Background: an optimization exercise with open tools, aiming at small area. Do not read the settings as production practice.
The RTL was checked by simulation tests, not by an equivalence proof against the original design.
No activity file was given, so power comes from the tool's default toggle rates.

==> design.v <==
`timescale 1ns/10ps
`default_nettype none
module sync_regen (
    input  wire        PCLK_i,
    input  wire        rst_i,
    input  wire        hs_i,
    input  wire        vs_i,
    input  wire        hs_pol_i,
    input  wire        vs_pol_i,
    input  wire [63:0] timing_cfg_i,
    output wire [25:0] sync_o
);
    wire [7:0]  cfg_h_synclen   = timing_cfg_i[63:56];
    wire [8:0]  cfg_h_backporch = timing_cfg_i[55:47];
    wire [11:0] cfg_h_active    = timing_cfg_i[46:35];
    wire [3:0]  cfg_v_synclen   = timing_cfg_i[34:31];
    wire [8:0]  cfg_v_backporch = timing_cfg_i[30:22];
    wire [10:0] cfg_v_active    = timing_cfg_i[21:11];
    wire [10:0] cfg_v_sof_line  = timing_cfg_i[10:0];
    reg         hs_act_q, vs_act_q, line_pend;
    reg  [11:0] h_cnt;
    reg  [10:0] v_cnt;
    reg         hsync_q, vsync_q, de_q, sof_q;
    reg  [10:0] xpos_q, ypos_q;
    wire hs_act = hs_i ~^ hs_pol_i;
    wire vs_act = vs_i ~^ vs_pol_i;
    wire h_edge = hs_act_q & ~hs_act;
    wire v_edge = vs_act_q & ~vs_act;
    wire [12:0] xa = {1'b0, h_cnt};
    wire [12:0] xb = ~{5'd0, cfg_h_synclen};
    wire [12:0] xc = ~{4'd0, cfg_h_backporch};
    wire [12:0] xs = xa ^ xb ^ xc;
    wire [13:0] xk = {(xa & xb) | (xa & xc) | (xb & xc), 1'b1};
    wire [13:0] xr;
    wire [12:0] x_d;
    assign xr[0] = 1'b1;
    genvar gi;
    generate
        for (gi = 0; gi < 13; gi = gi + 1) begin : g_x
            assign x_d[gi]  = xs[gi] ^ xk[gi] ^ xr[gi];
            assign xr[gi+1] = (xs[gi] & xk[gi]) | (xr[gi] & (xs[gi] ^ xk[gi]));
        end
    endgenerate
    wire [11:0] ya = {1'b0, v_cnt};
    wire [11:0] yb = ~{8'd0, cfg_v_synclen};
    wire [11:0] yc = ~{3'd0, cfg_v_backporch};
    wire [11:0] ys = ya ^ yb ^ yc;
    wire [12:0] yk = {(ya & yb) | (ya & yc) | (yb & yc), 1'b1};
    wire [12:0] yr;
    wire [11:0] y_d;
    assign yr[0] = 1'b1;
    generate
        for (gi = 0; gi < 12; gi = gi + 1) begin : g_y
            assign y_d[gi]  = ys[gi] ^ yk[gi] ^ yr[gi];
            assign yr[gi+1] = (ys[gi] & yk[gi]) | (yr[gi] & (ys[gi] ^ yk[gi]));
        end
    endgenerate
    wire [12:0] hb;
    wire [11:0] vb;
    assign hb[0] = 1'b0;
    assign vb[0] = 1'b0;
    generate
        for (gi = 0; gi < 12; gi = gi + 1) begin : g_hc
            assign hb[gi+1] = (~x_d[gi] & cfg_h_active[gi]) | (~(x_d[gi] ^ cfg_h_active[gi]) & hb[gi]);
        end
        for (gi = 0; gi < 11; gi = gi + 1) begin : g_vc
            assign vb[gi+1] = (~y_d[gi] & cfg_v_active[gi]) | (~(y_d[gi] ^ cfg_v_active[gi]) & vb[gi]);
        end
    endgenerate
    wire h_in = ~x_d[12] & hb[12];
    wire v_in = ~y_d[11] & vb[11];
    wire [12:0] hc;
    wire [11:0] vc;
    wire [11:0] h_inc;
    wire [10:0] v_inc;
    assign hc[0] = 1'b1;
    assign vc[0] = 1'b1;
    generate
        for (gi = 0; gi < 12; gi = gi + 1) begin : g_hi
            assign h_inc[gi] = h_cnt[gi] ^ hc[gi];
            assign hc[gi+1]  = h_cnt[gi] & hc[gi];
        end
        for (gi = 0; gi < 11; gi = gi + 1) begin : g_vi
            assign v_inc[gi] = v_cnt[gi] ^ vc[gi];
            assign vc[gi+1]  = v_cnt[gi] & vc[gi];
        end
    endgenerate
    wire [10:0] v_next = line_pend ? 11'd1 : v_inc;
    always @(posedge PCLK_i) begin
        if (rst_i) begin
            hs_act_q  <= 1'b0;
            vs_act_q  <= 1'b0;
            h_cnt     <= 12'd0;
            v_cnt     <= 11'd0;
            line_pend <= 1'b0;
            hsync_q   <= 1'b0;
            vsync_q   <= 1'b0;
            de_q      <= 1'b0;
            sof_q     <= 1'b0;
        end else begin
            hs_act_q <= hs_act;
            vs_act_q <= vs_act;
            de_q     <= h_in & v_in;
            if (h_edge) begin
                h_cnt   <= 12'd0;
                hsync_q <= 1'b0;
                v_cnt   <= v_next;
                sof_q   <= (v_next == cfg_v_sof_line);
                if (line_pend) begin
                    vsync_q <= 1'b0;
                end else if (v_inc == {7'd0, cfg_v_synclen}) begin
                    vsync_q <= 1'b1;
                end
            end else begin
                h_cnt <= h_inc;
                if (h_inc == {4'd0, cfg_h_synclen}) begin
                    hsync_q <= 1'b1;
                end
            end
            if (v_edge) begin
                line_pend <= 1'b1;
            end else if (h_edge) begin
                line_pend <= 1'b0;
            end
        end
    end
    always @(posedge PCLK_i) begin
        xpos_q <= x_d[10:0];
        ypos_q <= y_d[10:0];
    end
    reg [3:0]  c1_q, c2_q, c3_q, c4_q;
    reg [21:0] p1_q, p2_q, p3_q, p4_q;
    always @(posedge PCLK_i) begin
        if (rst_i) begin
            c1_q <= 4'd0;
            c2_q <= 4'd0;
            c3_q <= 4'd0;
            c4_q <= 4'd0;
        end else begin
            c1_q <= {hsync_q, vsync_q, de_q, sof_q};
            c2_q <= c1_q;
            c3_q <= c2_q;
            c4_q <= c3_q;
        end
        p1_q <= {xpos_q, ypos_q};
        p2_q <= p1_q;
        p3_q <= p2_q;
        p4_q <= p3_q;
    end
    assign sync_o = {c4_q[3:1], p4_q, c4_q[0]};
endmodule
`default_nettype wire
`timescale 1ns/10ps
`default_nettype none
module csc_ycbcr_rgb (
    input  wire        PCLK_i,
    input  wire        rst_i,
    input  wire        csc_en_i,
    input  wire        csc_mode_i,
    input  wire [23:0] video_i,
    output reg  [23:0] video_o
);
    reg  [23:0] d1_q, d2_q, d3_q, d4_q;
    reg         mode_q;
    wire [9:0]  r_s, g_s, b_s;
    wire [10:0] lc;
    reg  [10:0] lc_q;
    csc_lowc u_lowc (
        .p  (d3_q),
        .m  (mode_q),
        .lc (lc)
    );
    csc_conv u_conv (
        .p   (d4_q),
        .m   (mode_q),
        .lc  (lc_q),
        .r_s (r_s),
        .g_s (g_s),
        .b_s (b_s)
    );
    function [7:0] clamp8;
        input [9:0] s;
        begin
            clamp8 = s[9] ? 8'd0 : s[8] ? 8'd255 : s[7:0];
        end
    endfunction
    always @(posedge PCLK_i) begin
        d1_q   <= video_i;
        d2_q   <= d1_q;
        d3_q   <= d2_q;
        d4_q   <= d3_q;
        mode_q <= csc_mode_i;
        lc_q   <= lc;
        if (rst_i) begin
            video_o <= 24'd0;
        end else if (csc_en_i) begin
            video_o <= {clamp8(r_s), clamp8(g_s), clamp8(b_s)};
        end else begin
            video_o <= d4_q;
        end
    end
endmodule
module csc_lowc (
    input  wire [23:0] p,
    input  wire        m,
    output wire [10:0]  lc
);
    wire t0 = p[16] & ~m;
    wire t1 = p[17] & ~m;
    wire t2 = p[18] & ~m;
    wire t3 = p[19] & m;
    wire t4 = p[19] & ~m;
    wire t5 = p[19] ^ m;
    wire t6 = p[20] ^ m;
    wire t7 = p[20] & ~m;
    wire t8 = p[21] ^ m;
    wire t9 = p[21] & ~m;
    wire t10 = p[22] & ~m;
    wire t11 = p[22] & m;
    wire t12 = p[22] ^ m;
    wire t13 = p[23] ^ m;
    wire t14 = p[23] & ~m;
    wire t15 = p[23] & m;
    wire t16 = ~m;
    wire t17 = p[20] ^ p[21];
    wire t18 = t17 ^ t16;
    wire t19 = (p[20] & p[21]) | (t17 & t16);
    wire t20 = t13 & ~t18;
    wire t21 = ~t19;
    wire t22 = p[16] ^ t3;
    wire t23 = t22 ^ t21;
    wire t24 = (p[16] & t3) | (t22 & t21);
    wire t25 = t23 & ~t20;
    wire t26 = ~t6;
    wire t27 = p[17] ^ t26;
    wire t28 = t27 ^ t14;
    wire t29 = (p[17] & t26) | (t27 & t14);
    wire t30 = t28 ^ t20;
    wire t31 = t30 ^ t24;
    wire t32 = (t28 & t20) | (t30 & t24);
    wire t33 = t31 & ~t25;
    wire t34 = ~p[18];
    wire t35 = t34 ^ t0;
    wire t36 = t35 ^ t8;
    wire t37 = (t34 & t0) | (t35 & t8);
    wire t38 = ~t36;
    wire t39 = t29 ^ t38;
    wire t40 = t39 ^ t25;
    wire t41 = (t29 & t38) | (t39 & t25);
    wire t42 = (t32 & t33) | (t32 & t40) | (t33 & t40);
    wire t43 = t1 ^ t4;
    wire t44 = t43 ^ t10;
    wire t45 = (t1 & t4) | (t43 & t10);
    wire t46 = ~t41;
    wire t47 = t37 ^ t44;
    wire t48 = t47 ^ t46;
    wire t49 = (t37 & t44) | (t47 & t46);
    wire t50 = t42 | t48;
    wire t51 = t2 ^ t5;
    wire t52 = t51 ^ t7;
    wire t53 = (t2 & t5) | (t51 & t7);
    wire t54 = p[16] ^ m;
    wire t55 = t54 ^ t11;
    wire t56 = (p[16] & m) | (t54 & t11);
    wire t57 = t14 ^ t45;
    wire t58 = t57 ^ t52;
    wire t59 = (t14 & t45) | (t57 & t52);
    wire t60 = ~t58;
    wire t61 = t55 ^ t60;
    wire t62 = t61 ^ t42;
    wire t63 = (t55 & t60) | (t61 & t42);
    wire t64 = ~t62;
    wire t65 = (t49 & t50) | (t49 & t64) | (t50 & t64);
    wire t66 = ~t56;
    wire t67 = t53 ^ t66;
    wire t68 = t67 ^ t59;
    wire t69 = (t53 & t66) | (t67 & t59);
    wire t70 = ~t63;
    wire t71 = t68 ^ t70;
    wire t72 = t71 ^ t65;
    wire t73 = (t68 & t70) | (t71 & t65);
    wire t74 = t69 | t73;
    wire t75 = t69 ^ t73;
    wire t76 = p[0] ^ m;
    wire t77 = p[1] & m;
    wire t78 = p[1] & ~m;
    wire t79 = p[2] ^ m;
    wire t80 = p[3] & ~m;
    wire t81 = p[3] ^ m;
    wire t82 = p[4] & ~m;
    wire t83 = p[4] ^ m;
    wire t84 = p[5] & m;
    wire t85 = p[5] & ~m;
    wire t86 = p[5] ^ m;
    wire t87 = p[6] & m;
    wire t88 = p[6] & ~m;
    wire t89 = p[6] ^ m;
    wire t90 = p[7] & m;
    wire t91 = p[7] & ~m;
    wire t92 = p[7] ^ m;
    wire t93 = ~p[7];
    wire t94 = p[4] ^ t93;
    wire t95 = t94 ^ m;
    wire t96 = (p[4] & t93) | (t94 & m);
    wire t97 = ~t79;
    wire t98 = t97 ^ t84;
    wire t99 = t98 ^ t87;
    wire t100 = (t97 & t84) | (t98 & t87);
    wire t101 = t95 & t99;
    wire t102 = ~t76;
    wire t103 = m ^ t102;
    wire t104 = t103 ^ t96;
    wire t105 = (m & t102) | (t103 & t96);
    wire t106 = (t100 & t101) | (t100 & t104) | (t101 & t104);
    wire t107 = ~t77;
    wire t108 = m ^ t107;
    wire t109 = t108 ^ t90;
    wire t110 = (m & t107) | (t108 & t90);
    wire t111 = (t109 & t105) | (t109 & t106) | (t105 & t106);
    wire t112 = p[0] ^ p[1];
    wire t113 = t112 ^ t79;
    wire t114 = (p[0] & p[1]) | (t112 & t79);
    wire t115 = ~t110;
    wire t116 = t80 ^ t115;
    wire t117 = t116 ^ t113;
    wire t118 = (t80 & t115) | (t116 & t113);
    wire t119 = t117 | t111;
    wire t120 = t78 ^ t81;
    wire t121 = t120 ^ t82;
    wire t122 = (t78 & t81) | (t120 & t82);
    wire t123 = ~m;
    wire t124 = t123 ^ t114;
    wire t125 = t124 ^ t121;
    wire t126 = (t123 & t114) | (t124 & t121);
    wire t127 = ~t111;
    wire t128 = t118 ^ t125;
    wire t129 = t128 ^ t127;
    wire t130 = (t118 & t125) | (t128 & t127);
    wire t131 = t119 | t129;
    wire t132 = t122 ^ t126;
    wire t133 = t132 ^ t130;
    wire t134 = (t122 & t126) | (t132 & t130);
    wire t135 = t131 | t133;
    wire t136 = t131 ^ t133;
    wire t137 = t134 | t135;
    wire t138 = t134 ^ t135;
    wire t139 = m & ~p[22];
    wire t140 = p[18] & ~t139;
    wire t141 = p[16] ^ p[17];
    wire t142 = t141 ^ p[19];
    wire t143 = (p[16] & p[17]) | (t141 & p[19]);
    wire t144 = ~m;
    wire t145 = p[20] ^ p[21];
    wire t146 = t145 ^ t144;
    wire t147 = (p[20] & p[21]) | (t145 & t144);
    wire t148 = ~t13;
    wire t149 = t12 ^ t148;
    wire t150 = t149 ^ t139;
    wire t151 = (t12 & t148) | (t149 & t139);
    wire t152 = t140 ^ t142;
    wire t153 = t152 ^ t146;
    wire t154 = (t140 & t142) | (t152 & t146);
    wire t155 = t150 & t153;
    wire t156 = ~m;
    wire t157 = p[18] ^ t156;
    wire t158 = t157 ^ t9;
    wire t159 = (p[18] & t156) | (t157 & t9);
    wire t160 = t143 ^ t147;
    wire t161 = t160 ^ t151;
    wire t162 = (t143 & t147) | (t160 & t151);
    wire t163 = t158 ^ t154;
    wire t164 = t163 ^ t161;
    wire t165 = (t158 & t154) | (t163 & t161);
    wire t166 = t155 & t164;
    wire t167 = p[19] ^ p[22];
    wire t168 = t167 ^ p[23];
    wire t169 = (p[19] & p[22]) | (t167 & p[23]);
    wire t170 = ~t0;
    wire t171 = t170 ^ t168;
    wire t172 = t171 ^ t159;
    wire t173 = (t170 & t168) | (t171 & t159);
    wire t174 = t162 ^ t172;
    wire t175 = t174 ^ t165;
    wire t176 = (t162 & t172) | (t174 & t165);
    wire t177 = t175 & ~t166;
    wire t178 = ~p[20];
    wire t179 = p[16] ^ t178;
    wire t180 = t179 ^ m;
    wire t181 = (p[16] & t178) | (t179 & m);
    wire t182 = ~t1;
    wire t183 = t182 ^ t14;
    wire t184 = t183 ^ t169;
    wire t185 = (t182 & t14) | (t183 & t169);
    wire t186 = ~t180;
    wire t187 = t186 ^ t184;
    wire t188 = t187 ^ t173;
    wire t189 = (t186 & t184) | (t187 & t173);
    wire t190 = t188 ^ t166;
    wire t191 = t190 ^ t176;
    wire t192 = (t188 & t166) | (t190 & t176);
    wire t193 = t177 & t191;
    wire t194 = ~t181;
    wire t195 = t194 ^ t185;
    wire t196 = t195 ^ t189;
    wire t197 = (t194 & t185) | (t195 & t189);
    wire t198 = t196 ^ t192;
    wire t199 = t198 ^ t193;
    wire t200 = (t196 & t192) | (t198 & t193);
    wire t201 = t197 & t200;
    wire t202 = t197 ^ t200;
    wire t203 = p[0] & m;
    wire t204 = p[2] & m;
    wire t205 = p[3] & m;
    wire t206 = p[4] & m;
    wire t207 = (p[0] & m) | (p[0] & t91) | (m & t91);
    wire t208 = ~t81;
    wire t209 = p[5] ^ t208;
    wire t210 = t209 ^ t87;
    wire t211 = (p[5] & t208) | (t209 & t87);
    wire t212 = t207 | t210;
    wire t213 = ~t88;
    wire t214 = p[1] ^ t83;
    wire t215 = t214 ^ t213;
    wire t216 = (p[1] & t83) | (t214 & t213);
    wire t217 = ~t211;
    wire t218 = (t217 & t215) | (t217 & t212) | (t215 & t212);
    wire t219 = p[2] ^ t203;
    wire t220 = t219 ^ t77;
    wire t221 = (p[2] & t203) | (t219 & t77);
    wire t222 = t81 ^ t84;
    wire t223 = t222 ^ t216;
    wire t224 = (t81 & t84) | (t222 & t216);
    wire t225 = ~t212;
    wire t226 = t220 ^ t225;
    wire t227 = t226 ^ t223;
    wire t228 = (t220 & t225) | (t226 & t223);
    wire t229 = t227 & ~t218;
    wire t230 = p[0] ^ m;
    wire t231 = t230 ^ t86;
    wire t232 = (p[0] & m) | (t230 & t86);
    wire t233 = t204 ^ t83;
    wire t234 = t233 ^ t87;
    wire t235 = (t204 & t83) | (t233 & t87);
    wire t236 = ~t231;
    wire t237 = t221 ^ t236;
    wire t238 = t237 ^ t234;
    wire t239 = (t221 & t236) | (t237 & t234);
    wire t240 = t224 ^ t238;
    wire t241 = t240 ^ t218;
    wire t242 = (t224 & t238) | (t240 & t218);
    wire t243 = (t228 & t241) | (t228 & t229) | (t241 & t229);
    wire t244 = ~t90;
    wire t245 = p[1] ^ t89;
    wire t246 = t245 ^ t244;
    wire t247 = (p[1] & t89) | (t245 & t244);
    wire t248 = ~t235;
    wire t249 = t232 ^ t248;
    wire t250 = t249 ^ t246;
    wire t251 = (t232 & t248) | (t249 & t246);
    wire t252 = ~t250;
    wire t253 = t239 ^ t252;
    wire t254 = t253 ^ t242;
    wire t255 = (t239 & t252) | (t253 & t242);
    wire t256 = t243 & t254;
    wire t257 = ~t255;
    wire t258 = t247 ^ t251;
    wire t259 = t258 ^ t257;
    wire t260 = (t247 & t251) | (t258 & t257);
    wire t261 = t256 & ~t259;
    wire t262 = t256 ^ t259;
    wire t263 = t261 & ~t260;
    wire t264 = t261 ^ t260;
    assign lc = {t263, t264, t262, t201, t202, t199, t138, t136, t74, t75, t72};
endmodule
module csc_conv (
    input  wire [23:0] p,
    input  wire        m,
    input  wire [10:0]  lc,
    output wire [9:0]  r_s,
    output wire [9:0]  g_s,
    output wire [9:0]  b_s
);
    wire t0 = p[20] ^ m;
    wire t1 = p[21] & ~m;
    wire t2 = p[21] ^ m;
    wire t3 = p[22] & ~m;
    wire t4 = p[22] ^ m;
    wire t5 = p[23] & m;
    wire t6 = p[23] & ~m;
    wire t7 = p[23] ^ m;
    wire t8 = p[8] ^ p[16];
    wire t9 = t8 ^ p[17];
    wire t10 = (p[8] & p[16]) | (t8 & p[17]);
    wire t11 = ~t5;
    wire t12 = lc[0] ^ t1;
    wire t13 = t12 ^ t11;
    wire t14 = (lc[0] & t1) | (t12 & t11);
    wire t15 = ~t13;
    wire t16 = t0 ^ t9;
    wire t17 = t16 ^ t15;
    wire t18 = (t0 & t9) | (t16 & t15);
    wire t19 = p[9] ^ p[17];
    wire t20 = t19 ^ p[18];
    wire t21 = (p[9] & p[17]) | (t19 & p[18]);
    wire t22 = m ^ t2;
    wire t23 = t22 ^ t3;
    wire t24 = (m & t2) | (t22 & t3);
    wire t25 = ~t0;
    wire t26 = lc[1] ^ t25;
    wire t27 = t26 ^ t10;
    wire t28 = (lc[1] & t25) | (t26 & t10);
    wire t29 = ~t20;
    wire t30 = t29 ^ t14;
    wire t31 = t30 ^ t23;
    wire t32 = (t29 & t14) | (t30 & t23);
    wire t33 = ~t31;
    wire t34 = t27 ^ t18;
    wire t35 = t34 ^ t33;
    wire t36 = (t27 & t18) | (t34 & t33);
    wire t37 = p[10] ^ p[18];
    wire t38 = t37 ^ p[19];
    wire t39 = (p[10] & p[18]) | (t37 & p[19]);
    wire t40 = lc[2] ^ t4;
    wire t41 = t40 ^ t6;
    wire t42 = (lc[2] & t4) | (t40 & t6);
    wire t43 = m ^ t21;
    wire t44 = t43 ^ t38;
    wire t45 = (m & t21) | (t43 & t38);
    wire t46 = ~t28;
    wire t47 = t24 ^ t41;
    wire t48 = t47 ^ t46;
    wire t49 = (t24 & t41) | (t47 & t46);
    wire t50 = ~t44;
    wire t51 = t50 ^ t32;
    wire t52 = t51 ^ t48;
    wire t53 = (t50 & t32) | (t51 & t48);
    wire t54 = t36 & ~t52;
    wire t55 = t36 ^ t52;
    wire t56 = p[11] ^ p[19];
    wire t57 = t56 ^ p[20];
    wire t58 = (p[11] & p[19]) | (t56 & p[20]);
    wire t59 = ~t7;
    wire t60 = m ^ t59;
    wire t61 = t60 ^ t39;
    wire t62 = (m & t59) | (t60 & t39);
    wire t63 = t57 ^ t45;
    wire t64 = t63 ^ t61;
    wire t65 = (t57 & t45) | (t63 & t61);
    wire t66 = ~t64;
    wire t67 = t42 ^ t49;
    wire t68 = t67 ^ t66;
    wire t69 = (t42 & t49) | (t67 & t66);
    wire t70 = ~t54;
    wire t71 = t53 ^ t68;
    wire t72 = t71 ^ t70;
    wire t73 = (t53 & t68) | (t71 & t70);
    wire t74 = p[12] ^ p[20];
    wire t75 = t74 ^ p[21];
    wire t76 = (p[12] & p[20]) | (t74 & p[21]);
    wire t77 = ~m;
    wire t78 = t77 ^ t58;
    wire t79 = t78 ^ t75;
    wire t80 = (t77 & t58) | (t78 & t75);
    wire t81 = t62 ^ t79;
    wire t82 = t81 ^ t65;
    wire t83 = (t62 & t79) | (t81 & t65);
    wire t84 = ~t82;
    wire t85 = t84 ^ t69;
    wire t86 = t85 ^ t73;
    wire t87 = (t84 & t69) | (t85 & t73);
    wire t88 = p[13] ^ p[21];
    wire t89 = t88 ^ p[22];
    wire t90 = (p[13] & p[21]) | (t88 & p[22]);
    wire t91 = t76 ^ t89;
    wire t92 = t91 ^ t80;
    wire t93 = (t76 & t89) | (t91 & t80);
    wire t94 = t92 ^ t83;
    wire t95 = t94 ^ t87;
    wire t96 = (t92 & t83) | (t94 & t87);
    wire t97 = p[14] ^ p[22];
    wire t98 = t97 ^ p[23];
    wire t99 = (p[14] & p[22]) | (t97 & p[23]);
    wire t100 = t90 ^ t98;
    wire t101 = t100 ^ t93;
    wire t102 = (t90 & t98) | (t100 & t93);
    wire t103 = ~t87;
    wire t104 = t101 ^ t103;
    wire t105 = t104 ^ t96;
    wire t106 = (t101 & t103) | (t104 & t96);
    wire t107 = p[15] ^ p[23];
    wire t108 = t107 ^ t99;
    wire t109 = (p[15] & p[23]) | (t107 & t99);
    wire t110 = t108 ^ t102;
    wire t111 = t110 ^ t106;
    wire t112 = (t108 & t102) | (t110 & t106);
    wire t113 = t109 & ~t112;
    wire t114 = t109 ^ t112;
    wire t115 = t112 & ~t113;
    wire t116 = t112 ^ t113;
    wire t117 = p[4] ^ m;
    wire t118 = p[5] & ~m;
    wire t119 = p[5] ^ m;
    wire t120 = p[6] & ~m;
    wire t121 = p[6] ^ m;
    wire t122 = p[7] & ~m;
    wire t123 = p[7] ^ m;
    wire t124 = p[18] & ~m;
    wire t125 = p[19] & ~m;
    wire t126 = p[20] & ~m;
    wire t127 = p[8] ^ lc[3];
    wire t128 = t127 ^ p[21];
    wire t129 = (p[8] & lc[3]) | (t127 & p[21]);
    wire t130 = ~lc[5];
    wire t131 = p[2] ^ p[17];
    wire t132 = t131 ^ t130;
    wire t133 = (p[2] & p[17]) | (t131 & t130);
    wire t134 = ~t117;
    wire t135 = t118 ^ t124;
    wire t136 = t135 ^ t134;
    wire t137 = (t118 & t124) | (t135 & t134);
    wire t138 = ~t128;
    wire t139 = t138 ^ t132;
    wire t140 = t139 ^ t136;
    wire t141 = (t138 & t132) | (t139 & t136);
    wire t142 = p[9] ^ lc[4];
    wire t143 = t142 ^ p[22];
    wire t144 = (p[9] & lc[4]) | (t142 & p[22]);
    wire t145 = ~lc[6];
    wire t146 = p[3] ^ p[18];
    wire t147 = t146 ^ t145;
    wire t148 = (p[3] & p[18]) | (t146 & t145);
    wire t149 = t119 ^ t120;
    wire t150 = t149 ^ t125;
    wire t151 = (t119 & t120) | (t149 & t125);
    wire t152 = ~t129;
    wire t153 = t117 ^ t152;
    wire t154 = t153 ^ t133;
    wire t155 = (t117 & t152) | (t153 & t133);
    wire t156 = t147 ^ t137;
    wire t157 = t156 ^ t150;
    wire t158 = (t147 & t137) | (t156 & t150);
    wire t159 = t154 ^ t157;
    wire t160 = t159 ^ t141;
    wire t161 = (t154 & t157) | (t159 & t141);
    wire t162 = t143 & ~t160;
    wire t163 = t143 ^ t160;
    wire t164 = p[10] ^ p[23];
    wire t165 = t164 ^ lc[7];
    wire t166 = (p[10] & p[23]) | (t164 & lc[7]);
    wire t167 = ~m;
    wire t168 = p[4] ^ p[19];
    wire t169 = t168 ^ t167;
    wire t170 = (p[4] & p[19]) | (t168 & t167);
    wire t171 = t121 ^ t122;
    wire t172 = t171 ^ t126;
    wire t173 = (t121 & t122) | (t171 & t126);
    wire t174 = ~t148;
    wire t175 = t144 ^ t174;
    wire t176 = t175 ^ t165;
    wire t177 = (t144 & t174) | (t175 & t165);
    wire t178 = t169 ^ t151;
    wire t179 = t178 ^ t172;
    wire t180 = (t169 & t151) | (t178 & t172);
    wire t181 = ~t176;
    wire t182 = t155 ^ t181;
    wire t183 = t182 ^ t158;
    wire t184 = (t155 & t181) | (t182 & t158);
    wire t185 = t179 ^ t161;
    wire t186 = t185 ^ t183;
    wire t187 = (t179 & t161) | (t185 & t183);
    wire t188 = t162 & ~t186;
    wire t189 = t162 ^ t186;
    wire t190 = ~p[11];
    wire t191 = t190 ^ p[5];
    wire t192 = t191 ^ p[20];
    wire t193 = (t190 & p[5]) | (t191 & p[20]);
    wire t194 = ~m;
    wire t195 = t194 ^ t123;
    wire t196 = t195 ^ t1;
    wire t197 = (t194 & t123) | (t195 & t1);
    wire t198 = t170 ^ t192;
    wire t199 = t198 ^ t173;
    wire t200 = (t170 & t192) | (t198 & t173);
    wire t201 = ~t196;
    wire t202 = t166 ^ t201;
    wire t203 = t202 ^ t177;
    wire t204 = (t166 & t201) | (t202 & t177);
    wire t205 = t180 ^ t199;
    wire t206 = t205 ^ t184;
    wire t207 = (t180 & t199) | (t205 & t184);
    wire t208 = ~t203;
    wire t209 = t208 ^ t206;
    wire t210 = t209 ^ t187;
    wire t211 = (t208 & t206) | (t209 & t187);
    wire t212 = t188 & ~t210;
    wire t213 = t188 ^ t210;
    wire t214 = p[6] ^ p[21];
    wire t215 = t214 ^ m;
    wire t216 = (p[6] & p[21]) | (t214 & m);
    wire t217 = t3 ^ t193;
    wire t218 = t217 ^ t215;
    wire t219 = (t3 & t193) | (t217 & t215);
    wire t220 = t197 ^ t218;
    wire t221 = t220 ^ t200;
    wire t222 = (t197 & t218) | (t220 & t200);
    wire t223 = ~t221;
    wire t224 = p[12] ^ t204;
    wire t225 = t224 ^ t223;
    wire t226 = (p[12] & t204) | (t224 & t223);
    wire t227 = ~t225;
    wire t228 = t207 ^ t227;
    wire t229 = t228 ^ t211;
    wire t230 = (t207 & t227) | (t228 & t211);
    wire t231 = t212 & ~t229;
    wire t232 = t212 ^ t229;
    wire t233 = p[7] ^ p[22];
    wire t234 = t233 ^ m;
    wire t235 = (p[7] & p[22]) | (t233 & m);
    wire t236 = ~p[13];
    wire t237 = t236 ^ t6;
    wire t238 = t237 ^ t216;
    wire t239 = (t236 & t6) | (t237 & t216);
    wire t240 = t234 ^ t219;
    wire t241 = t240 ^ t238;
    wire t242 = (t234 & t219) | (t240 & t238);
    wire t243 = ~t226;
    wire t244 = t222 ^ t241;
    wire t245 = t244 ^ t243;
    wire t246 = (t222 & t241) | (t244 & t243);
    wire t247 = ~t231;
    wire t248 = t245 ^ t230;
    wire t249 = t248 ^ t247;
    wire t250 = (t245 & t230) | (t248 & t247);
    wire t251 = ~p[14];
    wire t252 = t251 ^ p[23];
    wire t253 = t252 ^ t235;
    wire t254 = (t251 & p[23]) | (t252 & t235);
    wire t255 = t239 ^ t253;
    wire t256 = t255 ^ t242;
    wire t257 = (t239 & t253) | (t255 & t242);
    wire t258 = ~t250;
    wire t259 = t256 ^ t246;
    wire t260 = t259 ^ t258;
    wire t261 = (t256 & t246) | (t259 & t258);
    wire t262 = ~p[15];
    wire t263 = t262 ^ t254;
    wire t264 = t263 ^ t257;
    wire t265 = (t262 & t254) | (t263 & t257);
    wire t266 = t264 ^ t250;
    wire t267 = t266 ^ t261;
    wire t268 = (t264 & t250) | (t266 & t261);
    wire t269 = t268 & ~t265;
    wire t270 = t268 ^ t265;
    wire t271 = t268 | t269;
    wire t272 = t268 ^ t269;
    wire t273 = p[3] & m;
    wire t274 = p[4] & m;
    wire t275 = p[2] ^ p[5];
    wire t276 = t275 ^ lc[8];
    wire t277 = (p[2] & p[5]) | (t275 & lc[8]);
    wire t278 = p[8] ^ m;
    wire t279 = t278 ^ t273;
    wire t280 = (p[8] & m) | (t278 & t273);
    wire t281 = ~t279;
    wire t282 = t123 ^ t276;
    wire t283 = t282 ^ t281;
    wire t284 = (t123 & t276) | (t282 & t281);
    wire t285 = p[3] ^ p[6];
    wire t286 = t285 ^ lc[9];
    wire t287 = (p[3] & p[6]) | (t285 & lc[9]);
    wire t288 = ~m;
    wire t289 = p[9] ^ p[0];
    wire t290 = t289 ^ t288;
    wire t291 = (p[9] & p[0]) | (t289 & t288);
    wire t292 = ~t274;
    wire t293 = t292 ^ t118;
    wire t294 = t293 ^ t277;
    wire t295 = (t292 & t118) | (t293 & t277);
    wire t296 = ~t286;
    wire t297 = t296 ^ t290;
    wire t298 = t297 ^ t280;
    wire t299 = (t296 & t290) | (t297 & t280);
    wire t300 = ~t298;
    wire t301 = t294 ^ t284;
    wire t302 = t301 ^ t300;
    wire t303 = (t294 & t284) | (t301 & t300);
    wire t304 = p[4] ^ p[5];
    wire t305 = t304 ^ p[7];
    wire t306 = (p[4] & p[5]) | (t304 & p[7]);
    wire t307 = p[10] ^ p[1];
    wire t308 = t307 ^ lc[10];
    wire t309 = (p[10] & p[1]) | (t307 & lc[10]);
    wire t310 = t120 ^ t287;
    wire t311 = t310 ^ t305;
    wire t312 = (t120 & t287) | (t310 & t305);
    wire t313 = ~t295;
    wire t314 = t291 ^ t308;
    wire t315 = t314 ^ t313;
    wire t316 = (t291 & t308) | (t314 & t313);
    wire t317 = ~t311;
    wire t318 = t317 ^ t299;
    wire t319 = t318 ^ t315;
    wire t320 = (t317 & t299) | (t318 & t315);
    wire t321 = t319 & ~t303;
    wire t322 = t319 ^ t303;
    wire t323 = p[11] ^ p[2];
    wire t324 = t323 ^ m;
    wire t325 = (p[11] & p[2]) | (t323 & m);
    wire t326 = p[6] ^ t122;
    wire t327 = t326 ^ t306;
    wire t328 = (p[6] & t122) | (t326 & t306);
    wire t329 = ~t312;
    wire t330 = t309 ^ t324;
    wire t331 = t330 ^ t329;
    wire t332 = (t309 & t324) | (t330 & t329);
    wire t333 = ~t327;
    wire t334 = t333 ^ t316;
    wire t335 = t334 ^ t331;
    wire t336 = (t333 & t316) | (t334 & t331);
    wire t337 = t320 ^ t335;
    wire t338 = t337 ^ t321;
    wire t339 = (t320 & t335) | (t337 & t321);
    wire t340 = p[12] ^ p[3];
    wire t341 = t340 ^ m;
    wire t342 = (p[12] & p[3]) | (t340 & m);
    wire t343 = ~p[7];
    wire t344 = t343 ^ t325;
    wire t345 = t344 ^ t341;
    wire t346 = (t343 & t325) | (t344 & t341);
    wire t347 = ~t328;
    wire t348 = t347 ^ t345;
    wire t349 = t348 ^ t332;
    wire t350 = (t347 & t345) | (t348 & t332);
    wire t351 = t349 ^ t336;
    wire t352 = t351 ^ t339;
    wire t353 = (t349 & t336) | (t351 & t339);
    wire t354 = ~m;
    wire t355 = p[13] ^ p[4];
    wire t356 = t355 ^ t354;
    wire t357 = (p[13] & p[4]) | (t355 & t354);
    wire t358 = t342 ^ t356;
    wire t359 = t358 ^ t346;
    wire t360 = (t342 & t356) | (t358 & t346);
    wire t361 = t359 ^ t350;
    wire t362 = t361 ^ t353;
    wire t363 = (t359 & t350) | (t361 & t353);
    wire t364 = p[14] ^ p[5];
    wire t365 = t364 ^ t357;
    wire t366 = (p[14] & p[5]) | (t364 & t357);
    wire t367 = ~t363;
    wire t368 = t365 ^ t360;
    wire t369 = t368 ^ t367;
    wire t370 = (t365 & t360) | (t368 & t367);
    wire t371 = p[15] ^ p[6];
    wire t372 = t371 ^ t366;
    wire t373 = (p[15] & p[6]) | (t371 & t366);
    wire t374 = ~t370;
    wire t375 = t372 ^ t363;
    wire t376 = t375 ^ t374;
    wire t377 = (t372 & t363) | (t375 & t374);
    wire t378 = p[7] ^ t373;
    wire t379 = t378 ^ t370;
    wire t380 = (p[7] & t373) | (t378 & t370);
    wire t381 = t377 & t379;
    wire t382 = t377 ^ t379;
    wire t383 = t380 & ~t381;
    wire t384 = t380 ^ t381;
    assign r_s = {~t116, ~t114, t111, t105, t95, ~t86, ~t72, ~t55, t35, t17};
    assign g_s = {t272, ~t270, ~t267, ~t260, ~t249, ~t232, ~t213, ~t189, ~t163, ~t140};
    assign b_s = {~t384, t382, t376, t369, t362, t352, t338, ~t322, ~t302, ~t283};
endmodule
`default_nettype wire
`timescale 1ns/10ps
`default_nettype none
module video_frontend (
    input  wire        PCLK_i,
    input  wire        rst_i,
    input  wire [23:0] video_i,
    input  wire        hs_i,
    input  wire        vs_i,
    input  wire        hs_pol_i,
    input  wire        vs_pol_i,
    input  wire [63:0] timing_cfg_i,
    input  wire        csc_en_i,
    input  wire        csc_mode_i,
    output wire [23:0] video_o,
    output wire [25:0] sync_o
);
    sync_regen u_sync_regen (
        .PCLK_i       (PCLK_i),
        .rst_i        (rst_i),
        .hs_i         (hs_i),
        .vs_i         (vs_i),
        .hs_pol_i     (hs_pol_i),
        .vs_pol_i     (vs_pol_i),
        .timing_cfg_i (timing_cfg_i),
        .sync_o       (sync_o)
    );
    csc_ycbcr_rgb u_csc (
        .PCLK_i     (PCLK_i),
        .rst_i      (rst_i),
        .csc_en_i   (csc_en_i),
        .csc_mode_i (csc_mode_i),
        .video_i    (video_i),
        .video_o    (video_o)
    );
endmodule
`default_nettype wire
==> run.sh <==
#!/bin/bash
# synth_recipe.tcl (not shown) runs the flow's synth.tcl, then flattens the netlist and writes it again
# the make line also repeats each setting of config.mk as NAME=value (left out here)
make -C /OpenROAD-flow-scripts/flow DESIGN_CONFIG=/design/flow/config.mk WORK_HOME=/design/flow/orfs CLKGATE_MAP_FILE= SYNTH_SCRIPT=/design/flow/synth_recipe.tcl finish
==> config.mk <==
export PLATFORM = sky130hd
export DESIGN_NAME = video_frontend
export DESIGN_NICKNAME = video_frontend
export VERILOG_FILES = /design/flow/design.v
export SDC_FILE = /design/flow/constraint.sdc
export NUM_CORES = 4
export LEC_CHECK = 0
export CAP_MARGIN = 20
export CORE_MARGIN = 2
export CORE_UTILIZATION = 40
export SLEW_MARGIN = 20
==> constraint.sdc <==
create_clock -name core_clock -period 7.0 [get_ports {PCLK_i}]
set_input_delay 1.4000 -clock core_clock [delete_from_list [all_inputs] [get_ports {PCLK_i}]]
set_output_delay 1.4000 -clock core_clock [all_outputs]
set_load 0.01 [all_outputs]
==> results.json, run 1 <==
{
  "yosysMostFrequentCell": "dfxtp_1",
  "hpwlAfterDp_mm": 19.4,
  "wl_per_cell_um": 14.3,
  "slew_headroom": 0.440,
  "period_needed_ns": 6.54,
  "layout_worst_path_cycle_share": 0.934,
  "powerDensity_nw_per_um2": 366,
  "postCtsSetupRepairBufs": 0,
  "vdd_drop_max_v": 0.000164,
  "cts-hold-fix-buffers": 0,
  "routed_wl_mm": 25.0,
  "ff2ff_setup_slack_ns": 0.87,
  "p_comb_frac": 0.368,
  "gp_congestion": 0.816,
  "power.leakage_nw": 7.48,
  "grt-ovfl-total": 0,
  "area_growth_pct": 23.4,
  "ys_ff_latch": 288,
  "grt_usage": 0.155,
  "cp_data_required_time_ns": 7.38,
  "vias": 7609,
  "cts_tree": "yes",
  "holdWs_ns": 0.314,
  "max_freq_mhz": 153,
  "drc": 0,
  "cts_num_sinks": 288,
  "synth_top_cell_area_share": 0.436,
  "syn_avg_cell_area_sq_um": 11.8,
  "setup_violations": 0,
  "startpoint_type": "primary input",
  "switchingPower_mw": 1.95,
  "maxCapViolCount": 0,
  "path_clk_slew_ns": 0.06,
  "yosysUniqueCellTypes": 50,
  "rsz0062_at_grt": "false",
  "synth_cells": 1121,
  "die_y_um": 186,
  "start_util": 0.407,
  "nNetsFinal": 1648,
  "antenna_found_initial": 0,
  "row_count": 66,
  "power_mw": 5.98,
  "pre_cts_slack_ns": -0.102,
  "arrival_ns": 6.92,
  "drt-initial-drc-count": 202,
  "synth.yosys.warnings": 2,
  "synth_enable_flop_cells": 0,
  "detail-route-antenna-nets": 0,
  "setup.worst_path.end": "u_sync_regen.de_q$_SDFF_PP0_",
  "synth_area_leader_cell": "dfxtp_1",
  "reg2reg_depth": 22,
  "grt_max_degree": 62,
  "outcome": "complete, no violations",
  "io_pins": 146,
  "cp_max_fo": 2,
  "seqPwrFrac": 0.339,
  "viasPerCell": 4.35,
  "async_reset_ff_frac": 0,
  "synth_nets": 1483,
  "cts_root_buf": "clkbuf_16",
  "synth-main-ff-cell": "dfxtp_1",
  "num-fill-cells": 2946,
  "reg2reg_from": "u_csc.mode_q$_DFF_P_",
  "switching_share": 0.326,
  "worst_pin_slew_ns": 0.837,
  "endpoint_kind": "flip-flop",
  "first_pass_iters": 4,
  "internal-power_mw": 4.03,
  "cts_resized": 0,
  "hold_path.class": "reg -> reg",
  "fin_util": 0.502,
  "synthTopCellsByArea": "dfxtp_1, fa_1, ha_1",
  "clkPwrFrac": 0.294,
  "die_area_sq_um": 34500,
  "grt_first_pass_wirelength_mm": 41.3,
  "cts-buffers-inserted": 34,
  "syn_area_sq_um": 13200,
  "die_width_um": 186,
  "cts_buffer_depth": 3,
  "fin_ws_ns": 0.463,
  "insertion_delay_ns": 0.51,
  "htreeDepth": 2,
  "yosys-top-cells-count": "dfxtp_1, inv_1, fa_1",
  "finalHoldViolations": 0,
  "worstSetupPathType": "in -> reg",
  "grt_pass1_vias": 7980,
  "cp-startpoint": "timing_cfg_i[48]",
  "timing.rr.end": "u_csc.video_o[10]$_SDFF_PP0_",
  "port_buffers": 145,
  "drv_slew": 0,
  "fin_skew_ns": 0.0198,
  "ys_seq_area_frac": 0.436,
  "antenna_cells": 0,
  "drive_gt1_frac": 0.0504,
  "core_sq_um": 32500
}
-- state kept, by name (all words and copies together) (netlist names), 11 cells and up --
register             count
u_csc.d1_q              24
u_csc.d2_q              24
u_csc.d3_q              24
u_csc.d4_q              24
u_csc.lc_q              11
u_csc.video_o           24
u_sync_regen.h_cnt      12
u_sync_regen.p1_q       22
u_sync_regen.p2_q       22
u_sync_regen.p3_q       22
u_sync_regen.p4_q       22
u_sync_regen.v_cnt      11
u_sync_regen.xpos_q     11
u_sync_regen.ypos_q     11
-- power by group through the flow --
stage	logic [mW]	registers (mW)	clock network, mW
2_1_floorplan	1.52	2.08	0
4_1_cts	2.25	2.03	1.82
3_3_place_gp	2.19	2.06	0
6_report	2.20	2.02	1.76
3_5_place_dp	2.23	2.06	0
5_1_grt	2.60	2.06	1.89
-- per-stage QoR --
| stage | cell area [sq um] | std cells | TNS, ns |
|---|---|---|---|
| finish | 16300 | 1751 | 0 |
| floorplan | 13200 | 1121 | 0 |
| global route | 16300 | 1751 | 0 |
| detailed placement | 15200 | 1692 | -0.102 |
| global placement | 15200 | 1692 | -0.0414 |
| CTS | 16300 | 1751 | 0 |
-- layer usage --
metal,up-vias,GRT usage,share of wire
met4,0,0.0435,0.018
met2,144,0.252,0.47
met5,-,0,0
met3,28,0.0327,0.051
li1,3746,-,-
met1,3691,0.209,0.46
-- worst min path at each step --
stage | start | end | slack [ns] | cells after the start
global placement | u_csc.d1_q[20]$_DFF_P_ | u_csc.d2_q[20]$_DFF_P_ | 0.31 | 0
finish | u_sync_regen.p2_q[19]$_DFF_P_ | u_sync_regen.p3_q[19]$_DFF_P_ | 0.31 | 0
floorplan | u_csc.d1_q[0]$_DFF_P_ | u_csc.d2_q[0]$_DFF_P_ | 0.31 | 0
global route | u_sync_regen.p1_q[2]$_DFF_P_ | u_sync_regen.p2_q[2]$_DFF_P_ | 0.32 | 0
detailed placement | u_csc.d1_q[12]$_DFF_P_ | u_csc.d2_q[12]$_DFF_P_ | 0.31 | 0
CTS | u_sync_regen.p2_q[19]$_DFF_P_ | u_sync_regen.p3_q[19]$_DFF_P_ | 0.32 | 0
-- critical path: stages --
cell	delay [ns]
clkdlybuf4s50_1	0.45
inv_1	0.05
fa_1	0.53
inv_1	0.04
ha_1	0.19
inv_1	0.06
fa_1	0.16
inv_1	0.05
fa_1	0.37
fa_1	0.38
fa_1	0.38
fa_1	0.39
fa_1	0.38
fa_1	0.40
fa_1	0.40
ha_1	0.22
ha_1	0.29
ha_1	0.28
nand4_1	0.10
a221oi_1	0.05
o311a_1	0.35
-- layout make-up --
class                      instances  area, sq um  area share
clock inverter                    16          198      0.0121
timing repair buffer             151         1490      0.0914
inverter                         264          991      0.0607
multi-input combinational        547         6390       0.391
sequential                       288         5770       0.353
clock buffer                      43          936      0.0573
tap                              442          553      0.0339
-- cell usage in the layout (no fill, tap or decap), types with 8 or more instances in the layout --
cell type        Yosys  routed
a21oi_1             45      45
and2_1              12      12
clkbuf_16            0      35
clkdlybuf4s50_1      0     144
dfxtp_1            288     288
fa_1               170     170
ha_1                96      96
inv_1              263     263
mux2i_1             20      20
nand2_1             23      23
nand2b_1            14      14
nand3b_1             8       8
nor2_1              33      33
nor2b_1             21      21
nor3_1               8       8
o21ai_0              8       8
xnor2_1             17      17
xor2_1              14      14
-- cell families (layout without fill, tap and decap cells) --
group	after synthesis	after routing	synth area share
xor+xnor	31	31	0.0205
fa+ha+maj	267	267	0.349
simple gates	141	141	0.0573
flops	288	288	0.436
compound gates	88	88	0.0410
buf+inv	286	474	0.0814
mux	20	20	0.0151
==> inputs of run 2 (changes only) <==
--- a/config.mk
+++ b/config.mk
@@ -7,5 +7,6 @@
 export LEC_CHECK = 0
 export CAP_MARGIN = 20
 export CORE_MARGIN = 2
-export CORE_UTILIZATION = 40
+export CORE_UTILIZATION = 65
+export CTS_BUF_LIST = sky130_fd_sc_hd__clkbuf_4
 export SLEW_MARGIN = 20
==> results.json, run 2 <==
{
  "synth_enable_flop_cells": 0,
  "holdPathEnd": "u_csc.d3_q[6]$_DFF_P_",
  "ys_ff_latch": 288,
  "path_clk_slew_ns": 0.06,
  "mostFrequentLayoutCells": "dfxtp_1, inv_1, fa_1, clkdlybuf4s50_1, clkbuf_4",
  "detail-route-antenna-nets": 0,
  "cp_data_required_time_ns": 7.59,
  "synth_area_leader_cell": "dfxtp_1",
  "endpoint_kind": "flip-flop",
  "crit_buf_inv": 5,
  "yosysUniqueCellTypes": 50,
  "start_util": 0.658,
  "num-fill-cells": 1267,
  "arrival_ns": 7.15,
  "maxCapViolCount": 0,
  "startpoint_type": "primary input",
  "power.leakage_nw": 7.48,
  "cp_top_family": "adder cells",
  "viasPerCell": 4.81,
  "drv_slew": 0,
  "core_sq_um": 20100,
  "seqCellArea_sq_um": 5770,
  "cts-hold-fix-buffers": 0,
  "ys_seq_area_frac": 0.436,
  "die_y_um": 147,
  "vias": 7915,
  "pre_cts_slack_ns": -0.164,
  "synthTopCellsByArea": "dfxtp_1, fa_1, ha_1",
  "synth-main-ff-cell": "dfxtp_1",
  "layout_commonest_cell": "dfxtp_1",
  "cts-buffers-inserted": 72,
  "synth.yosys.warnings": 2,
  "io_pins": 146,
  "drc": 0,
  "first_pass_iters": 4,
  "power_mw": 5.65,
  "slew_headroom": 0.515,
  "grt_first_pass_wirelength_mm": 40.2,
  "gp_congestion": 0.832,
  "grt_pass1_vias": 8676,
  "nNetsFinal": 1685,
  "hold_path.class": "reg -> reg",
  "crit_chain": "clkdlybuf4s50_1 -> inv_1 -> fa_1 -> inv_1 -> ha_1 -> inv_1 -> fa_1 -> inv_1 -> fa_1 -> fa_1 -> fa_1 -> fa_1 -> fa_1 -> fa_1 -> fa_1 -> ha_1 -> ha_1 -> ha_1 -> nand4_1 -> a221oi_1 -> o311a_1",
  "port_buffers": 145,
  "antenna_found_initial": 1,
  "ff2ff_setup_slack_ns": 0.87,
  "reg2reg_depth": 20,
  "cp_max_fo": 2,
  "cts_buffer_depth": 3,
  "synthAdderAreaFrac": 0.349,
  "cts_resized": 0,
  "place_area_sq_um": 15000,
  "max_stage_delay_ns": 0.49,
  "syn_avg_cell_area_sq_um": 11.8,
  "hpwlAfterDp_mm": 17.7,
  "synth_top_cell_area_share": 0.436,
  "setup_violations": 0,
  "multiInputGateArea_sq_um": 6390,
  "postCtsSetupRepairBufs": 0,
  "reg2reg_from": "u_csc.mode_q$_DFF_P_",
  "outcome": "complete, no violations",
  "muxShareOfSynthArea": 0.0151,
  "area_growth_pct": 20.3,
  "cts_num_sinks": 288,
  "worst_pin_slew_ns": 0.725,
  "syn_area_sq_um": 13200,
  "synth_nets": 1483,
  "rsz0062_at_grt": "false",
  "fin_skew_ns": 0.0656,
  "grt_usage": 0.236,
  "insertion_delay_ns": 0.68,
  "synth-compound-area-share": 0.0410,
  "crit_top_cell": "fa_1",
  "layout_worst_path_cycle_share": 0.938,
  "grt_max_degree": 62,
  "drive_gt1_frac": 0.0873,
  "die_area_sq_um": 21500,
  "htreeDepth": 3,
  "synth_top_family_by_area": "adder cells",
  "synth-xor-area-share": 0.0205,
  "hold_start": "u_csc.d2_q[6]$_DFF_P_",
  "hold_depth": 0,
  "vdd_drop_max_v": 0.000303,
  "wl_per_cell_um": 14.1,
  "finalHoldViolations": 0,
  "crit_slowest_cell": "fa_1",
  "period_needed_ns": 6.56,
  "yosysMostFrequentCell": "dfxtp_1",
  "yosys-top-cells-count": "dfxtp_1, inv_1, fa_1",
  "max_freq_mhz": 152,
  "powerDensity_nw_per_um2": 355,
  "die_width_um": 147,
  "final_area_sq_um": 15900,
  "synth_simple_gate_area_frac": 0.0573,
  "async_reset_ff_frac": 0,
  "cts_root_buf": "clkbuf_4",
  "worstSetupPathType": "in -> reg",
  "row_count": 52,
  "routed_wl_mm": 23.2,
  "drt-initial-drc-count": 241,
  "fin_ws_ns": 0.436,
  "timing.rr.end": "u_csc.video_o[10]$_SDFF_PP0_",
  "synth_cells": 1121,
  "cts_tree": "yes",
  "grt-ovfl-total": 0
}
-- run 2: cell counts after synthesis --
Identical to the previous run, type by type.
-- run 2: cell families after synthesis --
group,after synthesis
muxes,20
AOI/OAI and AO/OA,88
DFF,288
and+or+nand+nor,141
xor gates and xnor gates,31
adders and majority gates,267
buffers and inverters,286
-- run 2: worst max path at each step --
stage          cells past startpoint                      endpoint                 start  slack (ns)
2_1_floorplan                     24  u_csc.video_o[10]$_SDFF_PP0_  u_csc.mode_q$_DFF_P_        0.40
3_5_place_dp                      21  u_sync_regen.de_q$_SDFF_PP0_      timing_cfg_i[57]       -0.16
5_1_grt                           21  u_sync_regen.de_q$_SDFF_PP0_      timing_cfg_i[57]        0.23
6_report                          21  u_sync_regen.de_q$_SDFF_PP0_      timing_cfg_i[57]        0.44
4_1_cts                           21  u_sync_regen.de_q$_SDFF_PP0_      timing_cfg_i[57]        0.49
3_3_place_gp                      21  u_sync_regen.de_q$_SDFF_PP0_      timing_cfg_i[48]       -0.06
-- run 2: cell type report --
cell class | count | share of cell area
Clock buffer | 102 | 0.0481
Clock inverter | 24 | 0.0114
Multi-Input combinational cell | 547 | 0.401
Sequential cell | 288 | 0.362
Antenna cell | 2 | 0.000314
Tap cell | 270 | 0.0212
Timing Repair Buffer | 150 | 0.0932
Inverter | 264 | 0.0622
-- run 2: worst reg2reg max path: stages, from the launching register on --
cell     delay, ns
dfxtp_1       0.35
buf_4         0.43
ha_1          0.35
fa_1          0.45
fa_1          0.41
fa_1          0.37
inv_1         0.09
fa_1          0.42
inv_1         0.10
fa_1          0.17
inv_1         0.05
fa_1          0.48
inv_1         0.04
ha_1          0.18
fa_1          0.41
fa_1          0.45
fa_1          0.38
ha_1          0.48
a21oi_1       0.11
mux2i_1       0.23
nor2_1        0.07
-- run 2: metrics by stage --
stage               std cells  TNS [ns]   util  hold WS, ns
finish                   1647         0  0.792        0.278
global route             1647         0  0.792        0.289
CTS                      1645         0  0.792        0.279
detailed placement       1519    -0.164  0.744        0.312
global placement         1519   -0.0577  0.744        0.310
floorplan                1121         0      -        0.310
-- run 2: metal layers --
layer | routed length, um | vias up | share of wire | track usage
met3 | 1390 | 44 | 0.060 | 0.0641
met1 | 10500 | 3816 | 0.45 | 0.316
li1 | - | 3872 | - | -
met2 | 10800 | 183 | 0.47 | 0.378
met5 | 0 | - | 0 | 0
met4 | 459 | 0 | 0.020 | 0.0791
-- run 2: report_power, final --
| part | internal (mW) | total [mW] | leakage, nW | switching, mW |
|---|---|---|---|---|
| sequential | 1.93 | 2.03 | 2.41 | 0.0958 |
| combinational | 1.04 | 2.21 | 4.52 | 1.17 |
| clock | 0.785 | 1.41 | 0.554 | 0.630 |
| total | 3.75 | 5.65 | 7.48 | 1.90 |
==> inputs of run 3 (changes only) <==
--- a/config.mk
+++ b/config.mk
@@ -8,5 +8,5 @@
 export CAP_MARGIN = 20
 export CORE_MARGIN = 2
 export CORE_UTILIZATION = 65
-export CTS_BUF_LIST = sky130_fd_sc_hd__clkbuf_4
+export CTS_BUF_LIST = sky130_fd_sc_hd__clkbuf_2 sky130_fd_sc_hd__clkbuf_8
 export SLEW_MARGIN = 20
==> results.json, run 3 <==
{
  "cp_data_required_time_ns": 7.50,
  "crit_slowest_cell": "fa_1",
  "mostFrequentLayoutCells": "dfxtp_1, inv_1, fa_1, clkdlybuf4s50_1, ha_1",
  "endpoint_kind": "flip-flop",
  "grt-ovfl-total": 0,
  "synth-main-ff-cell": "dfxtp_1",
  "die_width_um": 147,
  "syn_avg_cell_area_sq_um": 11.8,
  "synthTopCellsByArea": "dfxtp_1, fa_1, ha_1",
  "wl_per_cell_um": 14.8,
  "startpoint_type": "primary input",
  "met2_usage": 0.393,
  "yosys-top-cells-count": "dfxtp_1, inv_1, fa_1",
  "viasPerCell": 4.88,
  "p_comb_frac": 0.380,
  "syn_area_sq_um": 13200,
  "antenna_found_initial": 2,
  "gp_congestion": 0.832,
  "grt_max_degree": 62,
  "fin_skew_ns": 0.0203,
  "hold_path.class": "reg -> reg",
  "worst_pin_slew_ns": 0.726,
  "die_area_sq_um": 21500,
  "switchingPower_mw": 1.93,
  "port_buffers": 145,
  "setup_violations": 0,
  "ys_seq_area_frac": 0.436,
  "detail-route-antenna-nets": 0,
  "cts_resized": 0,
  "row_count": 52,
  "slew_headroom": 0.515,
  "cp_max_fo": 2,
  "path_clk_slew_ns": 0.06,
  "layout_worst_path_cycle_share": 0.951,
  "grt_first_pass_wirelength_mm": 40.8,
  "worstSetupPathType": "in -> reg",
  "cts-buffers-inserted": 46,
  "synth_top_cell_area_share": 0.436,
  "drt-initial-drc-count": 263,
  "period_needed_ns": 6.66,
  "arrival_ns": 7.16,
  "synth.yosys.warnings": 2,
  "postCtsSetupRepairBufs": 0,
  "crit_chain": "clkdlybuf4s50_1 -> inv_1 -> fa_1 -> inv_1 -> ha_1 -> inv_1 -> fa_1 -> inv_1 -> fa_1 -> fa_1 -> fa_1 -> fa_1 -> fa_1 -> fa_1 -> fa_1 -> ha_1 -> ha_1 -> ha_1 -> nand4_1 -> a221oi_1 -> o311a_1",
  "clkPwrFrac": 0.273,
  "yosysUniqueCellTypes": 50,
  "drive_gt1_frac": 0.0720,
  "power.leakage_nw": 7.50,
  "cts_num_sinks": 288,
  "synth_nets": 1483,
  "holdWs_ns": 0.320,
  "power_mw": 5.86,
  "seqPwrFrac": 0.346,
  "area_growth_pct": 21.1,
  "io_pins": 146,
  "busiest_layer": "met2",
  "outcome": "complete, no violations",
  "max_freq_mhz": 150,
  "grt_pass1_vias": 8510,
  "met3_usage": 0.0569,
  "ys_ff_latch": 288,
  "grt_usage": 0.240,
  "start_util": 0.658,
  "synth_area_leader_cell": "dfxtp_1",
  "max_stage_delay_ns": 0.49,
  "met1_usage": 0.323,
  "first_pass_iters": 6,
  "fin_util": 0.797,
  "crit_top_cell": "fa_1",
  "rsz0062_at_grt": "false",
  "cts_tree": "yes",
  "cts_root_buf": "clkbuf_8",
  "maxCapViolCount": 0,
  "vias": 7828,
  "powerDensity_nw_per_um2": 365,
  "synth_enable_flop_cells": 0,
  "cts-hold-fix-buffers": 0,
  "hpwlAfterDp_mm": 17.7,
  "routed_wl_mm": 23.7,
  "drc": 0,
  "async_reset_ff_frac": 0,
  "internal-power_mw": 3.92,
  "core_sq_um": 20100,
  "switching_share": 0.330,
  "finalHoldViolations": 0,
  "antenna_cells": 0,
  "vdd_drop_max_v": 0.000294,
  "layout_commonest_cell": "dfxtp_1",
  "yosysMostFrequentCell": "dfxtp_1",
  "drv_slew": 0,
  "cts_buffer_depth": 3,
  "die_y_um": 147,
  "nNetsFinal": 1659,
  "insertion_delay_ns": 0.57,
  "htreeDepth": 2,
  "synth_cells": 1121
}
==> run 3: final timing paths <==
check                                                    from                       endpoint  slack (ns)  cells past startpoint
worst min register to register  u_sync_regen.p2_q[12]$_DFF_P_  u_sync_regen.p3_q[12]$_DFF_P_        0.32                      0
worst max register to register           u_csc.mode_q$_DFF_P_   u_csc.video_o[10]$_SDFF_PP0_        0.84                     20
worst max-delay path                         timing_cfg_i[57]   u_sync_regen.de_q$_SDFF_PP0_        0.34                     21
worst min-delay path            u_sync_regen.p2_q[12]$_DFF_P_  u_sync_regen.p3_q[12]$_DFF_P_        0.32                      0
==> run 3: layer usage <==
metal / vias to the layer above / share of wire
li1: 3782 / -
met1: 3799 / 0.45
met2: 191 / 0.47
met3: 54 / 0.061
met4: 2 / 0.021
met5: - / 0.00034
==> run 3: layout make-up <==
cell class              count  area [sq um]
multi-input cells         547          6390
clock buffers              67           826
well taps                 270           338
repair buffers            150          1480
clock inverters            18           234
inverters                 264           991
flip-flops and latches    288          5770
fillers                  1227          4080
==> run 3: worst max-delay path, delay by kind of cell <==
family / cells / cell delay, ns
AND/OR/NAND/NOR: 1 / 0.11
AO/OA/AOI/OAI: 2 / 0.50
buffers and inverters: 5 / 0.70
adder cells (fa/ha/maj): 13 / 4.46
==> run 3: cell families (layout without fill, tap and decap cells) <==
kind of cell    count (synthesis)  after routing  synth area share
compound gates                 88             88            0.0410
flops                         288            288             0.436
mux                            20             20            0.0151
simple gates                  141            141            0.0573
buf+inv                       286            499            0.0814
xor+xnor                       31             31            0.0205
fa+ha+maj                     267            267             0.349
==> run 3: per-stage QoR <==
step / area, sq um / setup TNS, ns / instances / setup WS [ns]
final: 16000 / 0 / 1604 / 0.341
after global routing: 16000 / 0 / 1604 / 0.110
after CTS: 16000 / 0 / 1604 / 0.388
after detailed placement: 15000 / -0.164 / 1519 / -0.164
after global placement: 15000 / -0.0577 / 1519 / -0.0577
after floorplan: 13200 / 0 / 1121 / 0.398
==> run 3: power by group through the flow <==
stage | Sequential, mW | Combinational (mW) | Clock [mW]
2_1_floorplan | 2.08 | 1.52 | 0
3_3_place_gp | 2.05 | 2.13 | 0
3_5_place_dp | 2.06 | 2.21 | 0
4_1_cts | 2.03 | 2.25 | 1.64
5_1_grt | 2.06 | 2.60 | 1.72
6_report | 2.03 | 2.23 | 1.60
==> inputs of run 4 (changes only) <==
--- a/config.mk
+++ b/config.mk
@@ -8,5 +8,4 @@
 export CAP_MARGIN = 20
 export CORE_MARGIN = 2
 export CORE_UTILIZATION = 65
-export CTS_BUF_LIST = sky130_fd_sc_hd__clkbuf_2 sky130_fd_sc_hd__clkbuf_8
 export SLEW_MARGIN = 20
==> results.json, run 4 <==
{
  "finalHoldViolations": 0,
  "seqCellArea_sq_um": 5770,
  "die_area_sq_um": 21500,
  "yosys-top-cells-count": "dfxtp_1, inv_1, fa_1",
  "cp_data_required_time_ns": 7.49,
  "place_area_sq_um": 15000,
  "vias": 7751,
  "crit_slowest_cell": "fa_1",
  "crit_buf_inv": 5,
  "io_pins": 146,
  "port_buffers": 145,
  "cp_top_family": "adder cells",
  "slew_headroom": 0.507,
  "synth-main-ff-cell": "dfxtp_1",
  "syn_avg_cell_area_sq_um": 11.8,
  "fin_cells": 1573,
  "max_freq_mhz": 150,
  "htreeDepth": 1,
  "arrival_ns": 7.18,
  "vdd_drop_max_v": 0.000250,
  "synthTopCellsByArea": "dfxtp_1, fa_1, ha_1",
  "worstSetupPathType": "in -> reg",
  "ff2ff_setup_slack_ns": 0.79,
  "routed_wl_mm": 24.1,
  "ys_ff_latch": 288,
  "synth.yosys.warnings": 2,
  "core_sq_um": 20100,
  "setup_violations": 0,
  "fin_ws_ns": 0.315,
  "final_area_sq_um": 16000,
  "viasPerCell": 4.93,
  "hold_depth": 0,
  "max_stage_delay_ns": 0.49,
  "fin_skew_ns": 0.0139,
  "area_growth_pct": 21.1,
  "startpoint_type": "primary input",
  "grt_first_pass_wirelength_mm": 41.2,
  "crit_top_cell": "fa_1",
  "antenna_found_initial": 0,
  "synth_area_leader_cell": "dfxtp_1",
  "synth_enable_flop_cells": 0,
  "synth_top_cell_area_share": 0.436,
  "mostFrequentLayoutCells": "dfxtp_1, inv_1, fa_1, clkdlybuf4s50_1, ha_1",
  "grt-ovfl-total": 0,
  "cts_buffer_depth": 3,
  "endpoint_kind": "flip-flop",
  "die_y_um": 147,
  "rsz0062_at_grt": "false",
  "multiInputGateArea_sq_um": 6390,
  "syn_area_sq_um": 13200,
  "start_util": 0.658,
  "num-fill-cells": 1218,
  "crit_chain": "clkdlybuf4s50_1 -> inv_1 -> fa_1 -> inv_1 -> ha_1 -> inv_1 -> fa_1 -> inv_1 -> fa_1 -> fa_1 -> fa_1 -> fa_1 -> fa_1 -> fa_1 -> fa_1 -> ha_1 -> ha_1 -> ha_1 -> nand4_1 -> a221oi_1 -> o311a_1",
  "cts_num_sinks": 288,
  "hold_path.class": "reg -> reg",
  "hpwlAfterDp_mm": 17.7,
  "fin_tns_setup_ns": 0,
  "cts_tree": "yes",
  "pre_cts_slack_ns": -0.164,
  "drive_gt1_frac": 0.0483,
  "antenna_cells": 0,
  "power_mw": 5.94,
  "drt-initial-drc-count": 251,
  "async_reset_ff_frac": 0,
  "detail-route-antenna-nets": 0,
  "path_clk_slew_ns": 0.06,
  "grt_max_degree": 62,
  "reg2reg_from": "u_csc.mode_q$_DFF_P_",
  "drv_slew": 0,
  "wl_per_cell_um": 15.3,
  "power.leakage_nw": 7.44,
  "drc": 0,
  "maxCapViolCount": 0,
  "cts_resized": 0,
  "cts_root_buf": "clkbuf_16",
  "layout_worst_path_cycle_share": 0.955,
  "layout_commonest_cell": "dfxtp_1",
  "hold_start": "u_sync_regen.p2_q[11]$_DFF_P_",
  "timing.rr.end": "u_csc.video_o[9]$_SDFF_PP0_",
  "gp_congestion": 0.832,
  "yosysUniqueCellTypes": 50,
  "outcome": "complete, no violations",
  "place_inst": 1519,
  "die_width_um": 147,
  "grt_pass1_vias": 8446,
  "postCtsSetupRepairBufs": 0,
  "synth_cells": 1121,
  "reg2reg_depth": 20,
  "ys_seq_area_frac": 0.436,
  "worst_pin_slew_ns": 0.737,
  "cts-hold-fix-buffers": 0,
  "cts-buffers-inserted": 29,
  "powerDensity_nw_per_um2": 370,
  "holdPathEnd": "u_sync_regen.p3_q[11]$_DFF_P_",
  "grt_usage": 0.241,
  "yosysMostFrequentCell": "dfxtp_1",
  "nNetsFinal": 1642,
  "period_needed_ns": 6.68,
  "insertion_delay_ns": 0.55,
  "synth_nets": 1483,
  "row_count": 52,
  "cp_max_fo": 2,
  "first_pass_iters": 5
}
run 4: cell counts after synthesis:
No cell type changed its count.
run 4: final cells by class:
cell class              instances  area share
repair buffers                150      0.0926
multi-input cells             547       0.399
clock buffers                  36      0.0500
inverters                     264      0.0618
flip-flops and latches        288       0.360
clock inverters                18      0.0161
well taps                     270      0.0211
run 4: cells by family (layout without fill, tap and decap cells):
group | Yosys count | count (layout) | share of synthesized area
xor+xnor | 31 | 31 | 0.0205
compound gates | 88 | 88 | 0.0410
mux | 20 | 20 | 0.0151
buf+inv | 286 | 468 | 0.0814
simple gates | 141 | 141 | 0.0573
fa+ha+maj | 267 | 267 | 0.349
flops | 288 | 288 | 0.436
run 4: how the worst max path moves through the flow:
stage	from	end	slack, ns	cells past startpoint
after floorplan	u_csc.mode_q$_DFF_P_	u_csc.video_o[10]$_SDFF_PP0_	0.40	24
after CTS	timing_cfg_i[57]	u_sync_regen.de_q$_SDFF_PP0_	0.32	21
after global placement	timing_cfg_i[48]	u_sync_regen.de_q$_SDFF_PP0_	-0.06	21
after detailed placement	timing_cfg_i[57]	u_sync_regen.de_q$_SDFF_PP0_	-0.16	21
after global routing	timing_cfg_i[57]	u_sync_regen.de_q$_SDFF_PP0_	0.06	21
final	timing_cfg_i[57]	u_sync_regen.de_q$_SDFF_PP0_	0.32	21
run 4: metal layers:
metal / up-vias / part of all wire / GRT usage
li1: 3739 / - / -
met1: 3810 / 0.45 / 0.332
met2: 175 / 0.49 / 0.408
met3: 27 / 0.047 / 0.0384
met4: 0 / 0.014 / 0.0495
met5: - / 0 / 0
run 4: where the power goes:
part / switching (mW) / internal [mW]
sequential: 0.101 / 1.93
clock: 0.649 / 1.01
combinational: 1.20 / 1.04
run 4: through the flow:
stage / utilization / hold slack [ns]
6_report: 0.797 / 0.321
5_1_grt: 0.797 / 0.327
4_1_cts: 0.797 / 0.324
3_5_place_dp: 0.744 / 0.312
3_3_place_gp: 0.744 / 0.310
2_1_floorplan: - / 0.310

==> separate check: timing with driven ports <==
In the flow no input, the clock included, has a driving cell. The finished layouts below were timed again as built, in two steps. Step 1: set_driving_cell puts a clkbuf_16 on PCLK_i and a buf_2 on each other input, an assumption about the parent block. Step 2 adds t to the input delays and takes it off the output delays; t is the mean of the earliest and latest rising clock arrival at the registers after step 1. Input paths then give back, and output paths get back, about the clock's delay inside the block. Three values: ideal, step 1, step 2; two values: the first two.
run	t, ns	setup slack, ns	worst hold slack (ns)	pins driven straight from the clock port
run 1	0.552	0.463 / 0.485 / -0.066	0.314 / 0.314 / 0.314	1
run 2	0.685	0.436 / 0.449 / -0.237	0.278 / 0.278 / 0.278	1
run 3	0.602	0.341 / 0.356 / -0.246	0.320 / 0.320 / 0.320	1
run 4	0.593	0.315 / 0.334 / -0.258	0.321 / 0.321 / 0.321	1
With both steps, setup timing fails in every run listed, where it was met with ideal ports. For run 2, which loses most, drivers alone change the setup slack by +0.013 ns; drivers and shift together by -0.673 ns.
